This design comes from an exercise in tuning for small area, a short achievable clock period and few clock cycles per item on the open sky130 flow, not from production work. Only simulation tests tie the RTL to the original design; equivalence was not proved. Power is estimated from default activity; no workload was simulated.

==> flow/design.v <==
package grid_pkg;
    localparam int GRID_COLS  = 10;
    localparam int GRID_ROWS  = 20;
    localparam int GRID_CELLS = GRID_COLS * GRID_ROWS;
    typedef logic [7:0] cell_idx_t;
    typedef logic [4:0] row_idx_t;
    typedef logic [3:0] col_idx_t;
    typedef logic [GRID_ROWS-1:0] row_mask_t;
    localparam cell_idx_t CELL_NONE = 8'd255;
endpackage
package piece_pkg;
    typedef enum logic [2:0] {
        PIECE_NONE   = 3'd0,
        PIECE_SQUARE = 3'd1,
        PIECE_BAR    = 3'd2,
        PIECE_S      = 3'd3,
        PIECE_Z      = 3'd4,
        PIECE_L      = 3'd5,
        PIECE_J      = 3'd6,
        PIECE_T      = 3'd7
    } piece_type_t;
    typedef logic [1:0] rotation_t;
    typedef logic [2:0] color_t;
endpackage
module piece_cell_decoder (
    input  piece_pkg::piece_type_t piece_type,
    input  piece_pkg::rotation_t   rotation,
    input  grid_pkg::cell_idx_t    location,
    output logic                   shape_ok,
    output logic [8:0]             cell_0,
    output logic [8:0]             cell_1,
    output logic [8:0]             cell_2,
    output logic [8:0]             cell_3
);
    logic signed [5:0] off_0, off_1, off_2, off_3;
    function automatic logic [8:0] offset_cell(
        input logic [7:0]        loc,
        input logic signed [5:0] delta
    );
        offset_cell = {1'b0, loc} + {{3{delta[5]}}, delta};
    endfunction
    always_comb begin
        off_0    = 6'sd0;
        off_1    = 6'sd0;
        off_2    = 6'sd0;
        off_3    = 6'sd0;
        shape_ok = 1'b1;
        case (piece_type)
            piece_pkg::PIECE_SQUARE: begin
                off_0 = 0; off_1 = 1; off_2 = -10; off_3 = -9;
            end
            piece_pkg::PIECE_BAR: begin
                if (rotation[0]) begin
                    off_0 = 10; off_1 = 0; off_2 = -10; off_3 = -20;
                end else begin
                    off_0 = 0; off_1 = -1; off_2 = 1; off_3 = 2;
                end
            end
            piece_pkg::PIECE_S: begin
                if (rotation[0]) begin
                    off_0 = 0; off_1 = -10; off_2 = -9; off_3 = -19;
                end else begin
                    off_0 = 0; off_1 = 1; off_2 = -10; off_3 = -11;
                end
            end
            piece_pkg::PIECE_Z: begin
                if (rotation[0]) begin
                    off_0 = 1; off_1 = -9; off_2 = -10; off_3 = -20;
                end else begin
                    off_0 = 0; off_1 = 1; off_2 = -9; off_3 = -8;
                end
            end
            piece_pkg::PIECE_L: begin
                case (rotation)
                    2'd0:    begin off_0 = 0; off_1 = -10; off_2 = -20; off_3 = -19; end
                    2'd1:    begin off_0 = 0; off_1 = 1;   off_2 = 2;   off_3 = -10; end
                    2'd2:    begin off_0 = 0; off_1 = 1;   off_2 = -9;  off_3 = -19; end
                    default: begin off_0 = 2; off_1 = -8;  off_2 = -9;  off_3 = -10; end
                endcase
            end
            piece_pkg::PIECE_J: begin
                case (rotation)
                    2'd0:    begin off_0 = 0;  off_1 = -10; off_2 = -20; off_3 = -21; end
                    2'd1:    begin off_0 = -1; off_1 = -11; off_2 = -10; off_3 = -9;  end
                    2'd2:    begin off_0 = 0;  off_1 = -1;  off_2 = -11; off_3 = -21; end
                    default: begin off_0 = -1; off_1 = 0;   off_2 = 1;   off_3 = -9;  end
                endcase
            end
            piece_pkg::PIECE_T: begin
                case (rotation)
                    2'd0:    begin off_0 = 0; off_1 = -1; off_2 = 1;   off_3 = -10; end
                    2'd1:    begin off_0 = 0; off_1 = 10; off_2 = -10; off_3 = -1;  end
                    2'd2:    begin off_0 = 0; off_1 = 10; off_2 = 1;   off_3 = -1;  end
                    default: begin off_0 = 0; off_1 = 10; off_2 = -10; off_3 = 1;   end
                endcase
            end
            default: begin
                shape_ok = 1'b0;
            end
        endcase
        cell_0 = offset_cell(location, off_0);
        cell_1 = offset_cell(location, off_1);
        cell_2 = offset_cell(location, off_2);
        cell_3 = offset_cell(location, off_3);
    end
endmodule
module grid_update_fsm (
    input  logic                clk,
    input  logic                rst_n,
    input  logic                place,
    input  logic                clear,
    input  grid_pkg::row_mask_t full_rows,
    output logic                busy,
    output logic                init,
    output logic                do_place,
    output grid_pkg::row_mask_t shift_1,
    output grid_pkg::row_mask_t shift_2
);
    localparam int R = grid_pkg::GRID_ROWS;
    grid_pkg::row_mask_t pend;       
    grid_pkg::row_mask_t cur;        
    logic [R+1:0]        one_up;     
    logic [R+1:0]        two_up;     
    assign busy     = init | (|pend);
    assign do_place = !busy && place;
    assign cur      = busy ? pend : ((!place && clear) ? full_rows : '0);
    always_comb begin
        one_up[R+1] = 1'b0;
        two_up[R+1] = 1'b0;
        one_up[R]   = 1'b0;
        two_up[R]   = 1'b0;
        for (int r = R - 1; r >= 0; r--) begin
            one_up[r] = one_up[r+1] | cur[r];
            two_up[r] = two_up[r+1] | (one_up[r+1] & cur[r]);
        end
        for (int r = 0; r < R; r++) begin
            shift_2[r] = two_up[0] & !one_up[r+2];
            shift_1[r] = two_up[0] ? (!two_up[r+1] & one_up[r+2])
                                   : (one_up[0] & !one_up[r+1]);
        end
    end
    always_ff @(posedge clk or negedge rst_n) begin
        if (!rst_n) begin
            init <= 1'b1;
            pend <= '0;
        end else begin
            init <= 1'b0;
            pend <= cur & two_up[R:1];
        end
    end
endmodule
module color_grid_ram (
    input  logic                clk,
    input  grid_pkg::row_mask_t shift_1,
    input  grid_pkg::row_mask_t shift_2,
    input  logic [grid_pkg::GRID_CELLS-1:0] hit,
    input  piece_pkg::color_t   wr_data,
    input  grid_pkg::cell_idx_t read_addr,
    output piece_pkg::color_t   read_data
);
    localparam int N = grid_pkg::GRID_CELLS;
    localparam int C = grid_pkg::GRID_COLS;
    piece_pkg::color_t mem [N];
    piece_pkg::color_t fill [grid_pkg::GRID_ROWS];
    always_comb begin
        for (int r = 0; r < grid_pkg::GRID_ROWS; r++) begin
            fill[r] = wr_data & {3{!(shift_1[r] | shift_2[r])}};
        end
    end
    always_ff @(posedge clk) begin
        for (int i = 0; i < N; i++) begin
            if (shift_1[i / C] | shift_2[i / C] | hit[i]) begin
                mem[i] <= ({3{shift_1[i / C]}} & ((i + C < N) ? mem[(i + C) % N] : 3'd0))
                        | ({3{shift_2[i / C]}} & ((i + 2 * C < N) ? mem[(i + 2 * C) % N] : 3'd0))
                        | fill[i / C];
            end
        end
    end
    localparam int NB = (N + 15) / 16;
    piece_pkg::color_t blk [NB];
    always_comb begin
        for (int b = 0; b < NB; b++) begin
            blk[b] = '0;
            for (int j = 0; j < 16; j++) begin
                if (b * 16 + j < N && read_addr[3:0] == j) blk[b] = mem[(b * 16 + j) % N];
            end
        end
        read_data = '0;
        for (int b = 0; b < NB; b++) begin
            if (read_addr[7:4] == b) read_data = blk[b];
        end
    end
endmodule
module tetris_color_grid (
    input  logic                   clk,
    input  logic                   rst_n,
    input  logic                   place,
    input  piece_pkg::piece_type_t piece_type,
    input  piece_pkg::rotation_t   rotation,
    input  grid_pkg::cell_idx_t    location,
    input  logic                   clear,
    input  grid_pkg::row_mask_t    full_rows,
    output logic                   busy,
    input  grid_pkg::cell_idx_t    read_addr,
    output piece_pkg::color_t      read_data
);
    localparam int N = grid_pkg::GRID_CELLS;
    logic                   init;
    logic                   do_place;
    grid_pkg::row_mask_t    shift_1;
    grid_pkg::row_mask_t    shift_2;
    logic [8:0]             pc [4];
    logic                   shape_ok;
    logic [15:0]            hi [4];
    logic [15:0]            lo [4];
    logic [N-1:0]           hit;
    piece_pkg::color_t      wr_data;
    piece_cell_decoder decode_i (
        .piece_type (piece_type),
        .rotation   (rotation),
        .location   (location),
        .shape_ok   (shape_ok),
        .cell_0     (pc[0]),
        .cell_1     (pc[1]),
        .cell_2     (pc[2]),
        .cell_3     (pc[3])
    );
    grid_update_fsm execute_i (
        .clk       (clk),
        .rst_n     (rst_n),
        .place     (place),
        .clear     (clear),
        .full_rows (full_rows),
        .busy      (busy),
        .init      (init),
        .do_place  (do_place),
        .shift_1   (shift_1),
        .shift_2   (shift_2)
    );
    always_comb begin
        for (int k = 0; k < 4; k++) begin
            hi[k] = '0;
            lo[k] = '0;
            hi[k][pc[k][7:4]] = do_place & shape_ok & !pc[k][8];
            lo[k][pc[k][3:0]] = 1'b1;
        end
        for (int i = 0; i < N; i++) begin
            hit[i] = init;
            for (int k = 0; k < 4; k++) begin
                hit[i] = hit[i] | (hi[k][i / 16] & lo[k][i % 16]);
            end
        end
    end
    assign wr_data = init ? 3'd0 : piece_type;
    color_grid_ram result_i (
        .clk       (clk),
        .shift_1   (shift_1),
        .shift_2   (shift_2),
        .hit       (hit),
        .wr_data   (wr_data),
        .read_addr (read_addr),
        .read_data (read_data)
    );
endmodule
==> flow/run.sh <==
#!/bin/bash
# synth_recipe.tcl (not shown) runs the flow's synth.tcl, then flattens the netlist and writes it again
# the make line also repeats each setting of config.mk as NAME=value (left out here)
make -C /OpenROAD-flow-scripts/flow DESIGN_CONFIG=/design/flow/config.mk WORK_HOME=/design/flow/orfs CLKGATE_MAP_FILE= SYNTH_SCRIPT=/design/flow/synth_recipe.tcl finish
==> flow/config.mk <==
export PLATFORM = sky130hd
export DESIGN_NAME = tetris_color_grid
export DESIGN_NICKNAME = tetris_color_grid
export VERILOG_FILES = /design/flow/design.v
export SDC_FILE = /design/flow/constraint.sdc
export NUM_CORES = 4
export LEC_CHECK = 0
export ABC_CLOCK_PERIOD_IN_PS = 4500
export CAP_MARGIN = 20
export CORE_MARGIN = 2
export CORE_UTILIZATION = 55
export SETUP_SLACK_MARGIN = 2.5
export SLEW_MARGIN = 20
==> flow/constraint.sdc <==
create_clock -name core_clock -period 7.0 [get_ports {clk}]
set_input_delay 1.4000 -clock core_clock [delete_from_list [all_inputs] [get_ports {clk}]]
set_output_delay 1.4000 -clock core_clock [all_outputs]
set_load 0.01 [all_outputs]
==> key figures <==
Yosys
  • Avg Synthesized Cell Area: 10.1 um^2
  • Synth Area in Compound Gates: 32.1%
  • Synth Register Bits: 619
  • Synth warn: 13
  • Post-Synth XOR/XNOR Area: 0.951%
  • Simple-Gate Fraction of Synth Area: 13.6%
  • Mapped Nets: 4094
  • Asr flop ratio synth: 3.07%
  • Adder-Cell Fraction of Synth Area: 1.67%
  • Post-synth EDFFs: 600
  • Post-synthesis mux area share: 2.12%
  • Post-synthesis sequential area ratio: 45.6%
  • Primary FF master, synth: edfxtp_1
  • Synth cell types: 96
  • Post-Syn Area: 40500 um^2
  • Largest family of logic cells by synthesized area: compound AO/OA/AOI/OAI gates
  • Gate Count Post-Synth: 3999

Floorplanning
  • Chip width: 275 um
  • FP Rows: 99
  • Io pins: 49
  • Initial core utilization: 55.6%
  • Die height: 275 um

Outcome
  • Log Error: [ERROR GRT-0232] Routing congestion too high. Check the congestion heatmap in the GUI.
  • Run status: stopped before the end
  • Failed at: global routing

CTS
  • Root Driver: clkbuf_16
  • CTS Buf Count: 67
  • Max H-tree Level: 3
  • Sinks on Clock Net: 619
  • Cts hold-fix bufs: 0
  • Max clock buf depth: 3

Place
  • Port Buf Inserts: 48
  • GPL Wtd Cong: 1.24
  • Pre-CTS WS: 0.0978 ns
  • Placed wire-length estimate: 172000 um

Timing
  • WEP type: top-level output
  • GR repair worst EP: read_data[2]

GRT
  • Overall Global Routing Usage: 78.3%
  • GRT overflow: 180
  • Largest net degree at the start of global routing: 62
layer usage:
layer  GRT overflow  GRT usage [%]
met1              4           78.4
met2             95           91.6
met3              3           68.2
met4             78           73.9
met5              0           43.9
repair_timing:
action / in CTS
endpoints found under the setup margin: 1174
pin swaps: 445
setup buffers: 477
gates resized for setup: 1131
gates cloned: 67
cells in the mapped netlist (all sizes together), types with 86 or more instances:
cell    count  area [um^2]
edfxtp    600        18000
a221o     458         4580
nand2     374         1400
nor2      318         1210
clkbuf    283         1060
a21oi     269         1350
o21ai     137          701
a222oi    136         1360
a22oi     121          908
nand3     112          566
nor3      102          664
o211ai    101          758
o22ai      93          588
a221oi     86          753
worst max-delay path by stage:
stage                      start                            end  slack (ns)  depth (start not counted)
floorplan            rotation[0]  result_i.mem[13][0]$_DFFE_PP_        1.58                         19
detailed placement  read_addr[1]                   read_data[0]         0.1                         16
CTS                 read_addr[0]                   read_data[2]        1.26                         13
global placement    read_addr[4]                   read_data[1]        0.11                         14
cells by family after synthesis:
| kind of cell | Yosys count |
|---|---|
| fa+ha+maj | 52 |
| compound gates | 1644 |
| mux | 72 |
| other cells | 1 |
| buf+inv | 406 |
| simple gates | 1161 |
| xor+xnor | 44 |
| flops | 619 |
power groups by stage:
stage / sequential [uW] / combinational (uW) / clock [uW]
2_1_floorplan: 5500 / 2570 / 0
3_3_place_gp: 6090 / 3870 / 0
3_5_place_dp: 6100 / 3950 / 0
4_1_cts: 6040 / 5300 / 3770
through the flow:
step	util, %	hold slack, ns	area, um^2	instances
after floorplan	-	0.515	43000	3999
after global placement	61.1	0.558	44600	4937
after detailed placement	61.2	0.565	44600	4938
after CTS	78.0	0.576	56900	5605
Testbench counts, summed over its fixed seeds: cycles 1,039, commands 960.
